Context: an optimization exercise on an open-source flow, tuned for small area. The choices shown serve that exercise and are no tape-out recipe. Function was checked by simulation only, so behaviour that the tests miss may differ from the original. No activity file was given, so power comes from the tool's default toggle rates.

**flow/config.mk**
```make
export PLATFORM = sky130hd
export DESIGN_NAME = register_file_sb
export DESIGN_NICKNAME = register_file_sb
export VERILOG_FILES = /design/flow/design.v
export SDC_FILE = /design/flow/constraint.sdc
export NUM_CORES = 4
export LEC_CHECK = 0
export CAP_MARGIN = 20
export CORE_MARGIN = 2
export CORE_UTILIZATION = 40
export SLEW_MARGIN = 20
```
**flow/constraint.sdc**
```tcl
create_clock -name core_clock -period 7.0 [get_ports {i_clk}]
set_input_delay 1.4000 -clock core_clock [delete_from_list [all_inputs] [get_ports {i_clk}]]
set_output_delay 1.4000 -clock core_clock [all_outputs]
set_load 0.01 [all_outputs]
```
**flow/design.v**
```verilog
module register_file_sb #(
    parameter int XLEN     = 32,
    parameter int NREG     = 32,
    parameter int NRD      = 2,
    parameter int BYPASS   = 1,
    parameter int ZERO_REG = 1,
    parameter int AW       = $clog2(NREG)
) (
    input  logic                 i_clk,
    input  logic                 i_rst_n,
    input  logic                 i_reg_write,
    input  logic [AW-1:0]        i_addr_des,
    input  logic [XLEN-1:0]      i_data,
    input  logic [NRD*AW-1:0]    i_raddr,
    output logic [NRD*XLEN-1:0]  o_rdata,
    output logic [NRD-1:0]       o_rbusy,
    input  logic                 i_issue_valid,
    input  logic [AW-1:0]        i_issue_rd,
    output logic                 o_waw,
    input  logic                 i_flush,
    output logic                 o_pending
);
    logic [XLEN-1:0]     regs [NREG];
    logic [NREG-1:0]     busy;
    logic [NREG-1:0]     busy_nxt;
    logic                write_en;
    logic [NRD*XLEN-1:0] rdata_c;
    logic [NRD-1:0]      rbusy_c;
    assign write_en = i_reg_write &&
                      !((ZERO_REG != 0) && (i_addr_des == '0));
    always_comb begin
        busy_nxt = busy;
        if (i_flush) begin
            busy_nxt = '0;
        end else begin
            if (i_reg_write)
                busy_nxt[i_addr_des] = 1'b0;
            if (i_issue_valid)
                busy_nxt[i_issue_rd] = 1'b1;
        end
        if (ZERO_REG != 0)
            busy_nxt[0] = 1'b0;
    end
    always_ff @(posedge i_clk or negedge i_rst_n) begin
        if (!i_rst_n) begin
            for (int r = 0; r < NREG; r++)
                regs[r] <= '0;
            busy <= '0;
        end else begin
            if (write_en)
                regs[i_addr_des] <= i_data;
            busy <= busy_nxt;
        end
    end
    always_comb begin
        rdata_c = '0;
        rbusy_c = '0;
        for (int k = 0; k < NRD; k++) begin : rd_port
            logic [AW-1:0] ra;
            logic          hit;
            logic          zr;
            ra  = i_raddr[k*AW +: AW];
            hit = (BYPASS != 0) && i_reg_write && (i_addr_des == ra);
            zr  = (ZERO_REG != 0) && (ra == '0);
            if (!i_rst_n || zr)
                rdata_c[k*XLEN +: XLEN] = '0;
            else if (hit)
                rdata_c[k*XLEN +: XLEN] = i_data;
            else
                rdata_c[k*XLEN +: XLEN] = regs[ra];
            rbusy_c[k] = busy[ra] && !hit && !zr;
        end
    end
    assign o_rdata   = rdata_c;
    assign o_rbusy   = rbusy_c;
    assign o_waw     = i_issue_valid && busy[i_issue_rd] &&
                       !(i_reg_write && (i_addr_des == i_issue_rd)) &&
                       !((ZERO_REG != 0) && (i_issue_rd == '0));
    assign o_pending = |busy;
endmodule
```
**flow/run.sh**
```bash
#!/bin/bash
# synth_recipe.tcl (not shown) runs the flow's synth.tcl, then flattens the netlist and writes it again
# the make line also repeats each setting of config.mk as NAME=value (left out here)
make -C /OpenROAD-flow-scripts/flow DESIGN_CONFIG=/design/flow/config.mk WORK_HOME=/design/flow/orfs CLKGATE_MAP_FILE= SYNTH_SCRIPT=/design/flow/synth_recipe.tcl finish
```
==> results of run 1 <==
[kinds of logic after synthesis]
| family | after synthesis |
|---|---|
| AND/OR/NAND/NOR | 939 |
| multiplexers | 1135 |
| adder cells (fa/ha/maj) | 10 |
| buffers and inverters | 490 |
| XOR/XNOR | 24 |
| AO/OA/AOI/OAI | 1138 |
| flip-flops | 1023 |
[flip-flops by register name, indices dropped and copies added (netlist names)]
register	flops
busy	31
regs	992
[synthesized netlist by cell type (all sizes together) (6+ instances only)]
library cell	instances
a221o	7
a211oi	14
nor4	47
inv	16
or3	8
a32oi	31
and4	8
clkbuf	225
or3b	9
nand3b	11
buf	248
nor3b	11
o22ai	11
and3	85
and2	13
a22oi	602
and3b	8
nand2b	16
mux2i	84
a22o	75
nand4	114
nor2	154
ha	10
o2bb2ai	7
o221a	6
xor2	15
o211ai	6
nand2	233
a31oi	22
nor4b	7
mux2	1025
a21oi	107
a222oi	14
dfrtp	1023
nor2b	25
o21ai	119
a2111oi	31
nor3	75
nand3	99
a221oi	48
xnor2	9
mux4	26
[metal layers]
layer,vias to the layer above,global-route usage,part of all wire
li1,18500,-,-
met1,26100,0.554,0.36
met2,5604,0.600,0.39
met3,1961,0.224,0.16
met4,30,0.342,0.098
met5,-,0.00734,0.00096
[cells in the final DEF, fill, tap and decap left out, types with 49 or more instances in the layout]
master           count
mux2i_1             84
nor2_1              76
nor3_1              71
a21oi_1            107
clkdlybuf4s50_1    108
dfrtp_1           1023
nand2_1            232
a22oi_1            602
buf_12              49
nor2_4              71
o21ai_0            118
nand3_1             85
nand4_1            114
clkbuf_16          116
buf_4              310
a22o_1              75
and3_1              82
mux2_2            1021
[final cells by class]
| cell class | instances | share of cell area |
|---|---|---|
| antenna | 28 | 0.00110 |
| sequential | 1023 | 0.402 |
| clock inverter | 54 | 0.0107 |
| clock buffer | 160 | 0.0517 |
| tap | 1781 | 0.0350 |
| timing repair buffer | 478 | 0.0701 |
| inverter | 17 | 0.00100 |
| multi-input combinational | 3246 | 0.428 |
[worst paths after layout]
kind	startpoint	slack (ps)	endpoint	cells past startpoint
setup / recovery	i_raddr[7]	280	o_rdata[63]	7
hold / removal	regs[1][10]	510	regs[1][10]	1
setup reg to reg	regs[3][24]	6050	regs[3][24]	1
hold reg to reg	regs[1][10]	510	regs[1][10]	1
max in group asynchronous	i_rst_n	3220	regs[25][8]	4
min in group asynchronous	i_rst_n	590	regs[8][30]	1
[power breakdown]
| group | total, mW | internal [mW] | switching [mW] |
|---|---|---|---|
| Sequential | 8.42 | 7.04 | 1.38 |
| Clock | 6.49 | 3.70 | 2.79 |
| Combinational | 2.85 | 1.36 | 1.50 |
| Total | 17.8 | 12.1 | 5.67 |
[stage by stage]
step | std cells | util | setup WS, ps | cell area, um2
final | 6787 | 0.471 | 282 | 63600
after global routing | 6760 | 0.470 | 426 | 63600
after CTS | 6759 | 0.470 | 651 | 63600
after detailed placement | 6545 | 0.441 | 653 | 59600
after global placement | 6545 | 0.441 | 607 | 59600
after floorplan | 4759 | - | 2480 | 54300
[critical path: stages]
cell             delay [ps]
buf_2                   420
or3b_2                  760
nor2_4                  930
a22oi_1                 260
and3_1                  280
a31oi_1                 580
clkdlybuf4s50_1         670
==> results by group, run 1 <==
Synth
  – Post-Syn Area: 0.0543 mm2
  – Post-synthesis sequential area ratio: 0.472
  – Post-synth EDFFs: 0
  – Proportion of netlist area held by the largest area contributor: 0.472
  – Average size of a mapped cell: 11.4 um2
  – Synth Area in XOR/XNOR: 0.00387
  – Post-synthesis register bit count: 1023
  – Proportion of synthesized area in mux cells: 0.239
  – Largest area contributor in the netlist: dfrtp_1
  – Largest family of logic cells by synthesized area: multiplexers
  – Syn Nets: 4826
  – Simple-gate share of the synthesized area: 0.0894
  – Post-synthesis compound-gate area fraction: 0.153
  – Synth area leaders: dfrtp_1 (47%), mux2_2 (21%), a22oi_1 (8.3%)
  – YS warnings: 2
  – Async SR Flop Fraction: 1.00
  – Prevailing post-synth register cell: dfrtp_1
  – Cell variety after synth: 72
  – Post-Synth Adder-Cell Area: 0.00230
  – Mapped Cells: 4759

Clocking
  – CTS Sinks: 1023
  – CTS tree: done
  – Worst-skew pair later-pin latency: 810 ps
  – Clk root buf: clkbuf_16
  – CTS max path bufs: 3
  – Post-CTS Setup Bufs: 0
  – Hold buffers post-CTS: 0
  – TritonCTS Buffers: 115
  – H-Tree Depth: 3
  – Clk slew on worst S/H paths: 60 ps
  – PostCTS Resize Cnt: 0

STA
  – Max Clk Rate: 0.149 GHz
  – RSZ-0062 raised after global routing: false
  – Tcrit/Tclk final: 0.960
  – Fin. Hold Viols: 0
  – Clock skew: 0 ps
  – Final setup viols: 0
  – Max-slew violation count: 0
  – Setup TNS: 0 ps
  – Fin crit period: 6720 ps
  – Hold slack: 514 ps
  – Max_slew headroom: 0.0774
  – Worst slew pin tran: 1350 ps

Setup path
  – Req. time, crit path: 5600 ps
  – CP Max Fanout: 17
  – Critical path class: in -> out
  – Crit path DAT: 5320 ps
  – Worst Setup Start Kind: primary input
  – CP Capture Type: primary output

Min path
  – Hold Path Class: reg -> reg

Power
  – VDD IR max: 233 uV
  – Tot Pwr: 17.8 mW
  – Pwr Density: 279 mW/mm2
  – Static leakage: 27.3 nW

Global route
  – First-pass GRT wire length: 426000 um
  – Largest net degree at the start of global routing: 148
  – Total grt overflow: 0
  – Vias in the first global route: 48800
  – Initial antenna violation count: 35
  – Total GRT Usage: 0.451

Floorplan
  – Die height: 372 um
  – Rows: 135
  – Initial Util: 0.402
  – Full die area: 0.139 mm2
  – Core Region: 0.135 mm2
  – Die X: 372 um
  – Top Ports: 125

Place
  – PortBufs: 124
  – Placer Congestion: 1.09
  – DP Wirelength: 205000 um

Drt
  – Routed WL: 318000 um
  – Vias: 52200
  – Initial DRC Count: 10600
  – Vias per cell: 7.69
  – # DRC: 0
  – Drt first pass iters: 9
  – Post-DRT Antenna Nets: 0
  – Routed WL per cell: 46.9 um

Cells and area
  – Reg area: 0.0256 mm2
  – Layout area overhead: 17.2%
  – Area of the multi-input gates: 0.0272 mm2
  – Layout cells sized above 1: 0.350
  – Layout fillers: 12500
  – Final nets: 4948

Flow run
  – Max_cap viols: 0

Status
  – Outcome: complete, no violations
==> inputs of run 2 (changes only) <==
==> flow/design.v (replaced) <==
module rf_wmux (
    input  logic s,
    input  logic sn,
    input  logic d,
    input  logic q,
    output logic y
);
    assign y = (s & d) | (sn & q);
endmodule
module rf_aoi222 (
    input  logic a0, b0, a1, b1, a2, b2,
    output logic y
);
    assign y = ~((a0 & b0) | (a1 & b1) | (a2 & b2));
endmodule
module rf_nand2 (
    input  logic a, b,
    output logic y
);
    assign y = ~(a & b);
endmodule
module rf_nand11 (
    input  logic [10:0] a,
    output logic        y
);
    assign y = ~(&a);
endmodule
module rf_rdbit (
    input  logic [30:0] sel,
    input  logic [30:0] d,
    output logic        y
);
    logic [10:0] t;
    for (genvar g = 0; g < 10; g++) begin : g_t
        rf_aoi222 u (.a0(sel[3*g]), .b0(d[3*g]), .a1(sel[3*g+1]), .b1(d[3*g+1]),
                     .a2(sel[3*g+2]), .b2(d[3*g+2]), .y(t[g]));
    end
    rf_nand2 u_last (.a(sel[30]), .b(d[30]), .y(t[10]));
    rf_nand11 u_or (.a(t), .y(y));
endmodule
module register_file_sb #(
    parameter int XLEN     = 32,
    parameter int NREG     = 32,
    parameter int NRD      = 2,
    parameter int BYPASS   = 1,
    parameter int ZERO_REG = 1,
    parameter int AW       = $clog2(NREG)
) (
    input  logic                 i_clk,
    input  logic                 i_rst_n,
    input  logic                 i_reg_write,
    input  logic [AW-1:0]        i_addr_des,
    input  logic [XLEN-1:0]      i_data,
    input  logic [NRD*AW-1:0]    i_raddr,
    output logic [NRD*XLEN-1:0]  o_rdata,
    output logic [NRD-1:0]       o_rbusy,
    input  logic                 i_issue_valid,
    input  logic [AW-1:0]        i_issue_rd,
    output logic                 o_waw,
    input  logic                 i_flush,
    output logic                 o_pending
);
    logic [XLEN-1:0] regs [1:NREG-1];
    logic [XLEN-1:0] regs_d [1:NREG-1];
    logic [NREG-1:0] valid;
    logic [NREG-1:0] valid_d;
    logic [NREG-1:0] busy;
    logic [NREG-1:0] busy_nxt;
    logic [NREG-1:0] wsel;
    logic [NREG-1:0] wsel_n;
    always_comb begin
        for (int r = 0; r < NREG; r++)
            wsel[r] = i_reg_write && (i_addr_des == r) && (r != 0);
        wsel_n  = ~wsel;
        valid_d = (valid | wsel) & ~32'b1;
    end
    always_comb begin
        busy_nxt = busy;
        if (i_flush) begin
            busy_nxt = '0;
        end else begin
            if (i_reg_write)
                busy_nxt[i_addr_des] = 1'b0;
            if (i_issue_valid)
                busy_nxt[i_issue_rd] = 1'b1;
        end
        busy_nxt[0] = 1'b0;
    end
    always_ff @(posedge i_clk or negedge i_rst_n) begin
        if (!i_rst_n) begin
            valid <= '0;
            busy  <= '0;
        end else begin
            valid <= valid_d;
            busy  <= busy_nxt;
        end
    end
    for (genvar r = 1; r < NREG; r++) begin : g_reg
        for (genvar b = 0; b < XLEN; b++) begin : g_bit
            rf_wmux u_wm (.s(wsel[r]), .sn(wsel_n[r]), .d(i_data[b]),
                          .q(regs[r][b]), .y(regs_d[r][b]));
        end
        always_ff @(posedge i_clk)
            regs[r] <= regs_d[r];
    end
    for (genvar k = 0; k < NRD; k++) begin : g_rd
        logic [AW-1:0] ra;
        logic          hit;
        logic          zr;
        logic [30:0]   sel;
        assign ra  = i_raddr[k*AW +: AW];
        assign hit = i_reg_write && (i_addr_des == ra);
        assign zr  = (ra == '0);
        for (genvar r = 1; r < NREG; r++) begin : g_sel
            assign sel[r-1] = i_rst_n && (ra == r) && valid_d[r];
        end
        for (genvar b = 0; b < XLEN; b++) begin : g_bit
            logic [30:0] dv;
            for (genvar r = 1; r < NREG; r++) begin : g_dv
                assign dv[r-1] = regs_d[r][b];
            end
            rf_rdbit u_rb (.sel(sel), .d(dv), .y(o_rdata[k*XLEN + b]));
        end
        assign o_rbusy[k] = busy[ra] && !hit && !zr;
    end
    assign o_waw     = i_issue_valid && busy[i_issue_rd] &&
                       !(i_reg_write && (i_addr_des == i_issue_rd)) &&
                       (i_issue_rd != '0);
    assign o_pending = |busy;
endmodule
--- a/flow/config.mk
+++ b/flow/config.mk
@@ -9,3 +9,7 @@
 export CORE_MARGIN = 2
-export CORE_UTILIZATION = 40
+export CORE_UTILIZATION = 65
+export CTS_BUF_LIST = sky130_fd_sc_hd__clkbuf_16
+export CTS_CLUSTER_DIAMETER = 100
+export CTS_CLUSTER_SIZE = 30
 export SLEW_MARGIN = 20
+export SYNTH_HIERARCHICAL = 1
==> run 2 against run 1 <==
- now fails the layout checks on negative setup slack
- cell area decreased by 25%
- non-clock buffer count is 74 lower
- synthesized area decreased by 24%
- clock skew unchanged
- worst hold slack lost 14 ps
- die area decreased by 53%
- routed wire length down 38%
- synthesized cell count is 26% lower
- sequential cell count grew 31
- sequential power shrank 11%
- register-to-register slack worse by 90 ps
- largest cell class is now registers
- largest power group unchanged
==> results by group, run 2 <==
STA
  – Fin crit period: 7300 ps
  – Tcrit/Tclk final: 1.04
  – Final setup viols: 8
  – Fin. Hold Viols: 0
  – Worst slew pin tran: 1330 ps
  – Max Clk Rate: 0.137 GHz
  – Setup TNS: -559 ps
  – Max_slew headroom: 0.113
  – Final WS setup: -301 ps
  – Max-slew violation count: 0
  – Clock skew: 0 ps
  – Hold slack: 500 ps
  – RSZ-0062 raised after global routing: true

Clocking
  – H-Tree Depth: 2
  – TritonCTS Buffers: 41
  – Clk slew on worst S/H paths: 120 ps
  – CTS tree: done
  – CTS max path bufs: 3
  – Worst-skew pair later-pin latency: 640 ps
  – Clk root buf: clkbuf_16
  – CTS Sinks: 1054

Synth
  – Largest area contributor in the netlist: dfxtp_1
  – Proportion of netlist area held by the largest area contributor: 0.480
  – Syn Nets: 3590
  – YS warnings: 10
  – Post-synthesis sequential area ratio: 0.518
  – Average size of a mapped cell: 11.7 um2
  – Post-synth top cells: a22o_1 (992), dfxtp_1 (992), a222oi_1 (640)
  – Synth area leaders: dfxtp_1 (48%), a22o_1 (21%), a222oi_1 (15%)
  – Prevailing post-synth register cell: dfxtp_1
  – Post-Syn Area: 0.0414 mm2
  – Mapped Cells: 3524
  – Async SR Flop Fraction: 0.0588
  – Post-synth EDFFs: 0
  – Cell variety after synth: 50
  – Post-synthesis register bit count: 1054

Global route
  – GR peak layer: met2
  – Met2 Use GR: 0.785
  – Vias in the first global route: 43000
  – Met3 GRT Util: 0.278
  – Total GRT Usage: 0.571
  – Initial antenna violation count: 13
  – Total grt overflow: 0
  – Largest net degree at the start of global routing: 42
  – GRT met1 Usage: 0.660
  – First-pass GRT wire length: 282000 um

Drt
  – Initial DRC Count: 13400
  – # DRC: 0
  – Vias: 44300
  – Routed WL: 197000 um
  – Post-DRT Antenna Nets: 0
  – Drt first pass iters: 17
  – Routed WL per cell: 41.0 um
  – Vias per cell: 9.24

Floorplan
  – Rows: 92
  – Die X: 256 um
  – Die height: 256 um
  – Core Region: 0.0630 mm2
  – Full die area: 0.0657 mm2
  – Top Ports: 125
  – Initial Util: 0.657

Cells and area
  – Post-Layout Cell Count: 4795
  – Layout cells sized above 1: 0.111
  – Layout fillers: 4277
  – Final nets: 4000
  – Layout area overhead: 15.5%
  – Largest register FFs: 992
  – Fin util: 0.759
  – Cell area after layout: 0.0478 mm2
  – Most frequent cells in the layout: a22o_1 (992), dfxtp_1 (992), a222oi_1 (640)
  – Biggest regs: regs (992), busy (31), valid (31)
  – Top reg by flops: regs

Min path
  – Hold Path Class: reg -> reg

Power
  – Tot Pwr: 13.1 mW
  – Gate power share: 0.196
  – Clock network fraction of total power: 0.233
  – Sw frac: 0.291
  – Seq pwr share: 0.571
  – VDD IR max: 244 uV
  – Switching Power: 3.83 mW
  – Static leakage: 19.6 nW
  – Internal power: 9.31 mW
  – Pwr Density: 275 mW/mm2

Place
  – Area after DPL: 0.0464 mm2
  – Placer Congestion: 1.04
  – PortBufs: 124
  – Placed cells: 4728
  – DP Wirelength: 117000 um
  – Post-Place Setup Slack: 145 ps

Setup path
  – CP Capture Type: primary output
  – Worst Setup Start Kind: primary input
  – Critical path, cell by cell: clkdlybuf4s50_1, nor2b_1, nand2_1, nor3_4, buf_8, buf_4, a222oi_1, nand4_1, or3_1, clkdlybuf4s50_1
  – Slowest CP cell: a222oi_1
  – FF-to-FF setup slack: 5960 ps
  – Largest stage delay on the critical path: 1020 ps
  – Req. time, crit path: 5600 ps
  – CP dominant cell by count: clkdlybuf4s50_1
  – CP Max Fanout: 10
  – Critical path class: in -> out
  – Crit path DAT: 5900 ps

Flow run
  – Max_cap viols: 0

Status
  – Failed Checks: negative setup slack
  – Outcome: complete, but fails checks
## run 2: changes by cell type in the layout (fill, tap and decap cells not counted), moves of 602 or more
cell	delta
dfxtp_1	+992
a222oi_1	+626
a22o_1	+917
a22oi_1	-602
mux2_2	-1020
dfrtp_1	-961
## run 2: path summary, 6_finish.rpt
path	startpoint	end	depth (start not counted)
max reg2reg	valid[6]	valid[6]	2
max in group asynchronous	i_rst_n	busy[7]	2
min in group asynchronous	i_rst_n	valid[11]	2
min reg2reg	valid[31]	valid[31]	2
min	valid[31]	valid[31]	2
max	i_raddr[3]	o_rdata[2]	10
## run 2: kinds of logic (layout without fill, tap and decap cells)
logic type               Yosys count  after routing  synth area share
AND/OR/NAND/NOR                  579            579            0.0731
flip-flops                      1054           1054             0.518
buffers and inverters            109            529            0.0104
multiplexers                      33             33            0.0152
other                              0              5                 0
XOR/XNOR                          19             19           0.00402
adder cells (fa/ha/maj)            9              9           0.00272
AO/OA/AOI/OAI                   1721           1721             0.377
## run 2: area by class of cell
class                   count  area [um2]  area share
well taps                 846        1060      0.0222
clock buffers              43        1080      0.0225
diodes                      5        12.5    0.000262
multi-input cells        2361       20200       0.424
inverters                  72         274     0.00574
flip-flops and latches   1054       21400       0.448
repair buffers            404        3640      0.0763
clock inverters            10        63.8     0.00134
## run 2: routing by layer
| layer | part of all wire | wire length (um) |
|---|---|---|
| met1 | 0.30 | 59300 |
| met2 | 0.39 | 76600 |
| met3 | 0.19 | 37700 |
| met4 | 0.12 | 22900 |
| met5 | 0.00083 | 163 |
## run 2: power by group through the flow
stage / clock network (mW) / logic, mW / registers, mW
2_1_floorplan: 0 / 1.59 / 7.49
3_3_place_gp: 0 / 2.25 / 7.56
3_5_place_dp: 0 / 2.40 / 7.61
4_1_cts: 2.99 / 2.43 / 7.48
5_1_grt: 3.20 / 2.67 / 7.58
6_report: 3.06 / 2.58 / 7.50
## run 2: modules after synthesis (local to each module, per instance), excerpt
module	flops+latches	copies in the design	area, um2
register_file_sb	1054	1	24500
rf_wmux	0	992	8.76
rf_nand2	0	64	3.75
rf_aoi222	0	640	10.0
rf_nand11	0	64	23.8
## run 2: critical path: cells and delay by family
kind	cells	cell delay [ps]
simple gates	5	1920
buf+inv	4	1530
compound gates	1	1020
## run 2: repair_timing
| action | in CTS | in global routing |
|---|---|---|
| resized for setup | 0 | 19 |
| setup buffers | 0 | 2 |
| setup endpoints to repair | 0 | 40 |
| hold buffers | 0 | 0 |
==> inputs of run 3 (changes only) <==
==> flow/flow/run.sh (new file) <==
#!/bin/bash
# The standard layout (standard.sh), with two changes:
#  - port buffers use buf_1 instead of the flow's default pick (a delay cell);
#  - CTS clusters up to 20 sinks (60 um across) per clkbuf_16 and inserts no dummy loads.
# Everything each tool prints goes to standard.log here; ORFS's per-step
# logs stay under orfs/logs.
set -euo pipefail
export BUFFER_PORTS_ARGS="-buffer_cell sky130_fd_sc_hd__buf_1"
export CTS_ARGS="-sink_clustering_enable -repair_clock_nets -sink_clustering_size 20 -sink_clustering_max_diameter 60 -buf_list sky130_fd_sc_hd__clkbuf_16 -dont_use_dummy_load"
bash standard.sh > standard.log 2>&1
==> flow/standard.sh (new file) <==
#!/bin/bash
# synth_recipe.tcl (not shown) runs the flow's synth.tcl, then flattens the netlist and writes it again
# the make line also repeats each setting of config.mk as NAME=value (left out here)
make -C /OpenROAD-flow-scripts/flow DESIGN_CONFIG=/design/flow/config.mk WORK_HOME=/design/flow/orfs CLKGATE_MAP_FILE= SYNTH_SCRIPT=/design/flow/synth_recipe.tcl "${@:-finish}"
--- a/flow/config.mk
+++ b/flow/config.mk
@@ -10,5 +10,3 @@
 export CORE_UTILIZATION = 65
-export CTS_BUF_LIST = sky130_fd_sc_hd__clkbuf_16
-export CTS_CLUSTER_DIAMETER = 100
-export CTS_CLUSTER_SIZE = 30
+export SETUP_SLACK_MARGIN = 0.4
 export SLEW_MARGIN = 20
removed: flow/run.sh
==> run 3 against run 2 <==
- now clean on timing, DRC and antenna
- critical endpoint is now o_rdata[1]
- critical path depth is 4 higher
- power is 4.1% higher
- global-route usage is 1.3 points lower
- synthesized cell count stayed put
==> results by group, run 3 <==
Global route
  – Vias in the first global route: 42200
  – Initial antenna violation count: 28
  – Total grt overflow: 0
  – Largest net degree at the start of global routing: 55
  – Total GRT Usage: 0.558
  – First-pass GRT wire length: 276000 um

Power
  – VDD IR max: 282 uV
  – Static leakage: 19.2 nW
  – Pwr Density: 292 mW/mm2
  – Tot Pwr: 13.7 mW

Synth
  – Mapped Cells: 3524
  – Post-Synth Adder-Cell Area: 0.00272
  – YS warnings: 10
  – Synth area leaders: dfxtp_1 (48%), a22o_1 (21%), a222oi_1 (15%)
  – Cell variety after synth: 50
  – Proportion of netlist area held by the largest area contributor: 0.480
  – Syn Nets: 3590
  – Post-synth EDFFs: 0
  – Post-synthesis register bit count: 1054
  – Simple-gate share of the synthesized area: 0.0731
  – Largest family of logic cells by synthesized area: compound AO/OA/AOI/OAI gates
  – Synth Area in XOR/XNOR: 0.00402
  – Post-synthesis compound-gate area fraction: 0.377
  – Async SR Flop Fraction: 0.0588
  – Prevailing post-synth register cell: dfxtp_1
  – Post-Syn Area: 0.0414 mm2
  – Largest area contributor in the netlist: dfxtp_1
  – Average size of a mapped cell: 11.7 um2
  – Post-synthesis sequential area ratio: 0.518
  – Proportion of synthesized area in mux cells: 0.0152
  – Post-synth top cells: a22o_1 (992), dfxtp_1 (992), a222oi_1 (640)

Clocking
  – Hold buffers post-CTS: 0
  – Worst-skew pair later-pin latency: 610 ps
  – CTS tree: done
  – Clk root buf: clkbuf_16
  – Clk slew on worst S/H paths: 70 ps
  – H-Tree Depth: 3
  – CTS Sinks: 1054
  – CTS max path bufs: 3
  – TritonCTS Buffers: 67

STA
  – Max Clk Rate: 0.149 GHz
  – Hold slack: 496 ps
  – Worst slew pin tran: 1280 ps
  – Tcrit/Tclk final: 0.960
  – Fin. Hold Viols: 0
  – Final WS setup: 281 ps
  – Clock skew: 0 ps
  – Max_slew headroom: 0.145
  – Fin crit period: 6720 ps
  – Max-slew violation count: 0
  – Setup TNS: 0 ps
  – RSZ-0062 raised after global routing: false
  – Final setup viols: 0

Cells and area
  – Fin util: 0.744
  – Post-Layout Cell Count: 4742
  – Layout cells sized above 1: 0.0999
  – Top reg by flops: regs
  – Cell area after layout: 0.0469 mm2
  – Final nets: 3950
  – Most frequent cells in the layout: a22o_1 (992), dfxtp_1 (992), a222oi_1 (640)
  – Layout area overhead: 13.3%
  – Largest register FFs: 992
  – Biggest regs: regs (992), busy (31), valid (31)

Floorplan
  – Rows: 92
  – Full die area: 0.0657 mm2
  – Core Region: 0.0630 mm2
  – Die height: 256 um
  – Die X: 256 um
  – Initial Util: 0.657
  – Top Ports: 125

Setup path
  – Critical path class: in -> out
  – CP Max Fanout: 27
  – Req. time, crit path: 5600 ps
  – Crit path DAT: 5320 ps
  – CP Capture Type: primary output
  – Worst Setup Start Kind: primary input

Drt
  – Routed WL per cell: 40.5 um
  – Post-DRT Antenna Nets: 0
  – Drt first pass iters: 15
  – # DRC: 0
  – Vias: 43700
  – Initial DRC Count: 12100
  – Routed WL: 192000 um
  – Vias per cell: 9.22

Place
  – DP Wirelength: 112000 um
  – PortBufs: 124
  – Area after DPL: 0.0450 mm2
  – Placer Congestion: 0.977
  – Placed cells: 4642
  – Post-Place Setup Slack: 336 ps

Min path
  – Hold Path Class: reg -> reg

Flow run
  – Max_cap viols: 0

Status
  – Outcome: complete, no violations
[run 3: cell counts after synthesis]
No cell type changed its count.
[run 3: layout make-up]
cell class | count | area (um2)
Timing Repair Buffer | 328 | 2060
Sequential cell | 1054 | 21400
Fill cell | 4357 | 16100
Clock buffer | 67 | 1680
Inverter | 72 | 278
Multi-Input combinational cell | 2361 | 20400
Tap cell | 846 | 1060
Antenna cell | 14 | 35.0
[run 3: metal layers]
metal  wire length, um  global-route usage  vias to the layer above
li1                  -                   -                    16600
met1             60700               0.669                    20500
met5               361              0.0241                        -
met3             37400               0.285                     1567
met2             74600               0.752                     5083
met4             18800               0.424                       26
[run 3: path summary, 6_finish.rpt]
kind | startpoint | end | slack, ps | cells past startpoint
max | i_addr_des[0] | o_rdata[1] | 280 | 14
min | valid[30] | valid[30] | 500 | 2
max reg2reg | valid[3] | valid[3] | 5980 | 2
min reg2reg | valid[30] | valid[30] | 500 | 2
max in group asynchronous | i_rst_n | busy[27] | 5080 | 2
min in group asynchronous | i_rst_n | valid[3] | 680 | 1
[run 3: cells by family (layout without fill, tap and decap cells)]
logic type | Yosys count | in the layout
fa+ha+maj | 9 | 9
other cells | 0 | 14
compound gates | 1721 | 1721
xor+xnor | 19 | 19
mux | 33 | 33
flops | 1054 | 1054
buf+inv | 109 | 467
simple gates | 579 | 579
[run 3: what timing repair did]
action	4_1_cts	5_1_grt
buffers inserted	4	15
gates resized for setup	0	8
endpoints found under the setup margin	4	54
pin swaps	3	11
[run 3: per-module statistics from Yosys, one instance, submodules excluded, excerpt]
module / copies in the design / flops+latches / cells
register_file_sb: 1 / 1054 / 1572
rf_nand11: 64 / 0 / 4
rf_aoi222: 640 / 0 / 1
rf_wmux: 992 / 0 / 1
rf_nand2: 64 / 0 / 1
[run 3: worst max-delay path, stage by stage]
cell and delay, ps:
buf_1 70, buf_4 200, inv_1 90, ha_1 350
and3_1 220, nand2_1 100, inv_1 60, nor2_1 340
nor3_4 160, buf_4 340, a222oi_1 850, nand4_1 460
or3_1 510, buf_1 150
[run 3: power breakdown]
part           total, mW  switching [mW]  internal [mW]  leakage [nW]
combinational       2.46            1.52          0.942          9.36
clock               3.72            2.02           1.70         0.826
sequential          7.50           0.349           7.15          9.04
==> inputs of run 4 (changes only) <==
--- a/flow/config.mk
+++ b/flow/config.mk
@@ -9,4 +9,4 @@
 export CORE_MARGIN = 2
-export CORE_UTILIZATION = 65
-export SETUP_SLACK_MARGIN = 0.4
+export CORE_UTILIZATION = 55
+export SETUP_SLACK_MARGIN = 0.7
 export SLEW_MARGIN = 20
==> run 4 against run 3 <==
- still clean
- utilization decreased by 10 points
- first-iteration DRC count shrank 6.0%
- maximum frequency rose by 4.2%
- sequential share of layout area down 0.81 points
- critical path depth up 1
- global-route usage shrank 6.2 points
- synthesized cell count is the same
- clock-buffer cell count increased by 8
- sequential cell count unchanged
- register-to-register slack worse by 50 ps
- largest power group unchanged
==> results by group, run 4 <==
Status
  – Outcome: complete, no violations

Clocking
  – Worst-skew pair later-pin latency: 630 ps
  – CTS max path bufs: 3
  – CTS Sinks: 1054
  – Hold buffers post-CTS: 0
  – Clk root buf: clkbuf_16
  – H-Tree Depth: 3
  – Clk slew on worst S/H paths: 60 ps
  – CTS tree: done
  – TritonCTS Buffers: 75

STA
  – Max-slew violation count: 0
  – Max_slew headroom: 0.180
  – Tcrit/Tclk final: 0.921
  – Clock skew: 0 ps
  – Setup TNS: 0 ps
  – Fin. Hold Viols: 0
  – Final WS setup: 554 ps
  – RSZ-0062 raised after global routing: true
  – Max Clk Rate: 0.155 GHz
  – Final setup viols: 0
  – Fin crit period: 6450 ps
  – Worst slew pin tran: 1230 ps

Setup path
  – CP Capture Type: primary output
  – Req. time, crit path: 5600 ps
  – Critical path class: in -> out
  – Largest stage delay on the critical path: 970 ps
  – Worst r2r src: valid[17]
  – Slowest CP cell: a222oi_1
  – CP Max Fanout: 25
  – Critical path, cell by cell: buf_1, buf_6, inv_1, ha_2, and3_1, nand2_1, inv_1, nor2_4, nor3_4, buf_12, buf_4, a222oi_1, nand4_1, or3_4, buf_1
  – CP startpoint: i_addr_des[0]
  – Crit path DAT: 5050 ps
  – Worst Setup Start Kind: primary input

Drt
  – Vias: 42900
  – Initial DRC Count: 11300
  – Vias per cell: 8.75
  – # DRC: 0
  – Drt first pass iters: 15
  – Routed WL per cell: 41.1 um
  – Post-DRT Antenna Nets: 0
  – Routed WL: 202000 um

Power
  – Sw frac: 0.282
  – Switching Power: 3.94 mW
  – Seq pwr share: 0.537
  – VDD IR max: 198 uV
  – Internal power: 10.0 mW
  – Gate power share: 0.177
  – Clock network fraction of total power: 0.286
  – Static leakage: 19.5 nW
  – Pwr Density: 292 mW/mm2

Cells and area
  – Layout area overhead: 15.4%
  – Reg area: 0.0214 mm2
  – Largest register FFs: 992
  – Top reg by flops: regs
  – Area of the multi-input gates: 0.0204 mm2
  – Biggest regs: regs (992), busy (31), valid (31)
  – Layout fillers: 5752
  – Final nets: 3997
  – Fin util: 0.641
  – Layout cells sized above 1: 0.117
  – Most frequent cells in the layout: a22o_1 (992), dfxtp_1 (992), a222oi_1 (640)

Min path
  – HP Start: valid[19]
  – Hold Path Class: reg -> reg

Place
  – Post-Place Setup Slack: 500 ps
  – Placer Congestion: 1.04
  – PortBufs: 124
  – DP Wirelength: 121000 um

Synth
  – Post-synth EDFFs: 0
  – Syn Nets: 3590
  – Post-Syn Area: 0.0414 mm2
  – Cell variety after synth: 50
  – Async SR Flop Fraction: 0.0588
  – Prevailing post-synth register cell: dfxtp_1
  – Post-synthesis register bit count: 1054
  – Proportion of netlist area held by the largest area contributor: 0.480
  – Post-synthesis sequential area ratio: 0.518
  – YS warnings: 10
  – Average size of a mapped cell: 11.7 um2
  – Mapped Cells: 3524
  – Post-synth top cells: a22o_1 (992), dfxtp_1 (992), a222oi_1 (640)
  – Synth area leaders: dfxtp_1 (48%), a22o_1 (21%), a222oi_1 (15%)
  – Largest area contributor in the netlist: dfxtp_1

Global route
  – Total GRT Usage: 0.496
  – Total grt overflow: 0
  – Largest net degree at the start of global routing: 37
  – Initial antenna violation count: 15
  – Vias in the first global route: 41100
  – First-pass GRT wire length: 284000 um

Floorplan
  – Rows: 100
  – Full die area: 0.0774 mm2
  – Die height: 278 um
  – Initial Util: 0.556
  – Die X: 278 um
  – Core Region: 0.0744 mm2
  – Top Ports: 125

Flow run
  – Max_cap viols: 0
-- run 4: cell counts after synthesis --
No cell type changed its count.
-- run 4: power groups by stage --
stage | clock, mW | sequential (mW) | combinational (mW)
2_1_floorplan | 0 | 7.49 | 1.62
5_1_grt | 4.18 | 7.57 | 2.57
3_5_place_dp | 0 | 7.59 | 2.31
3_3_place_gp | 0 | 7.56 | 2.18
4_1_cts | 3.96 | 7.47 | 2.34
6_report | 3.99 | 7.48 | 2.46
-- run 4: final cells by class --
type | count | area share
antenna | 9 | 0.000472
clock buffer | 75 | 0.0393
inverter | 72 | 0.00582
multi-input combinational | 2361 | 0.428
sequential | 1054 | 0.449
tap | 969 | 0.0254
timing repair buffer | 367 | 0.0527
-- run 4: through the flow --
step / hold WS (ps) / power [mW] / area, um2 / cells
finish: 496 / 13.9 / 47700 / 4907
global route: 505 / 14.3 / 47700 / 4901
CTS: 491 / 13.8 / 47500 / 4887
detailed placement: 474 / 9.91 / 45600 / 4811
global placement: 470 / 9.74 / 45500 / 4808
floorplan: 446 / 9.11 / 41900 / 3524
-- run 4: timing repair --
action / 4_1_cts / 5_1_grt
buffers inserted: 1 / 11
endpoints found under the setup margin: 35 / 60
gates resized for setup: 9 / 31
pin swaps: 4 / 23
-- run 4: worst paths after layout --
kind	endpoint	slack, ps	cells after the start
max reg2reg	valid[17]	5930	2
max	o_rdata[32]	550	15
min	valid[19]	500	2
min reg2reg	valid[19]	500	2
min in group asynchronous	busy[10]	930	2
max in group asynchronous	valid[7]	5670	2
-- run 4: routing by layer --
metal	part of all wire	vias up	track usage	wire length [um]
li1	-	16700	-	-
met1	0.34	20700	0.620	69100
met2	0.39	4477	0.669	78500
met3	0.18	1019	0.238	36900
met4	0.081	28	0.330	16300
met5	0.0048	-	0.0569	965
-- run 4: kinds of logic after synthesis --
family,share of synthesized area
AOI/OAI and AO/OA,0.377
DFF,0.518
and+or+nand+nor,0.0731
buffers and inverters,0.0104
muxes,0.0152
xor gates and xnor gates,0.00402
adders and majority gates,0.00272
-- run 4: per-module statistics from Yosys (local to each module, per instance), a selection --
module	cells inside	flip-flops and latches
rf_nand11	4	0
rf_nand2	1	0
rf_aoi222	1	0
rf_wmux	1	0
register_file_sb	1572	1054
-- run 4: critical path, delay by kind of cell --
family | cells | cell delay, ps
adder cells (fa/ha/maj) | 1 | 240
AO/OA/AOI/OAI | 1 | 970
buffers and inverters | 7 | 1030
AND/OR/NAND/NOR | 6 | 1380

## what the ideal ports hide
Ports are ideal in the flow. The routed layouts listed here were re-timed in OpenROAD.
Step 1 assumes that a clkbuf_16 drives the clock port and a buf_2 every other input.
Step 2 times the ports against the registers' clock, not the clock port: input delays grow and output delays shrink by t, the midpoint of the rising clock arrivals with the driver on.
a / b / c = no drivers / after step 1 / after step 2; a / b = the first two.
run	t, ns	slack for setup (ns)	hold WS [ns]	latest minus earliest clock arrival (ns)	worst slew at a driven data input, ns
run 1	0.897	0.282 / 0.150 / 0.150	0.514 / 0.514 / 0.514	0.047 / 0.047	0.15
run 2	0.722	-0.301 / -0.329 / -0.329	0.500 / 0.500 / 0.500	0.040 / 0.040	0.07
run 3	0.697	0.281 / 0.256 / 0.256	0.496 / 0.496 / 0.496	0.081 / 0.081	0.05
run 4	0.705	0.554 / 0.530 / 0.530	0.496 / 0.496 / 0.496	0.059 / 0.058	0.11
The setup slack of run 1, which loses most, moves by -0.132 ns with the drivers and by -0.132 ns with both steps.
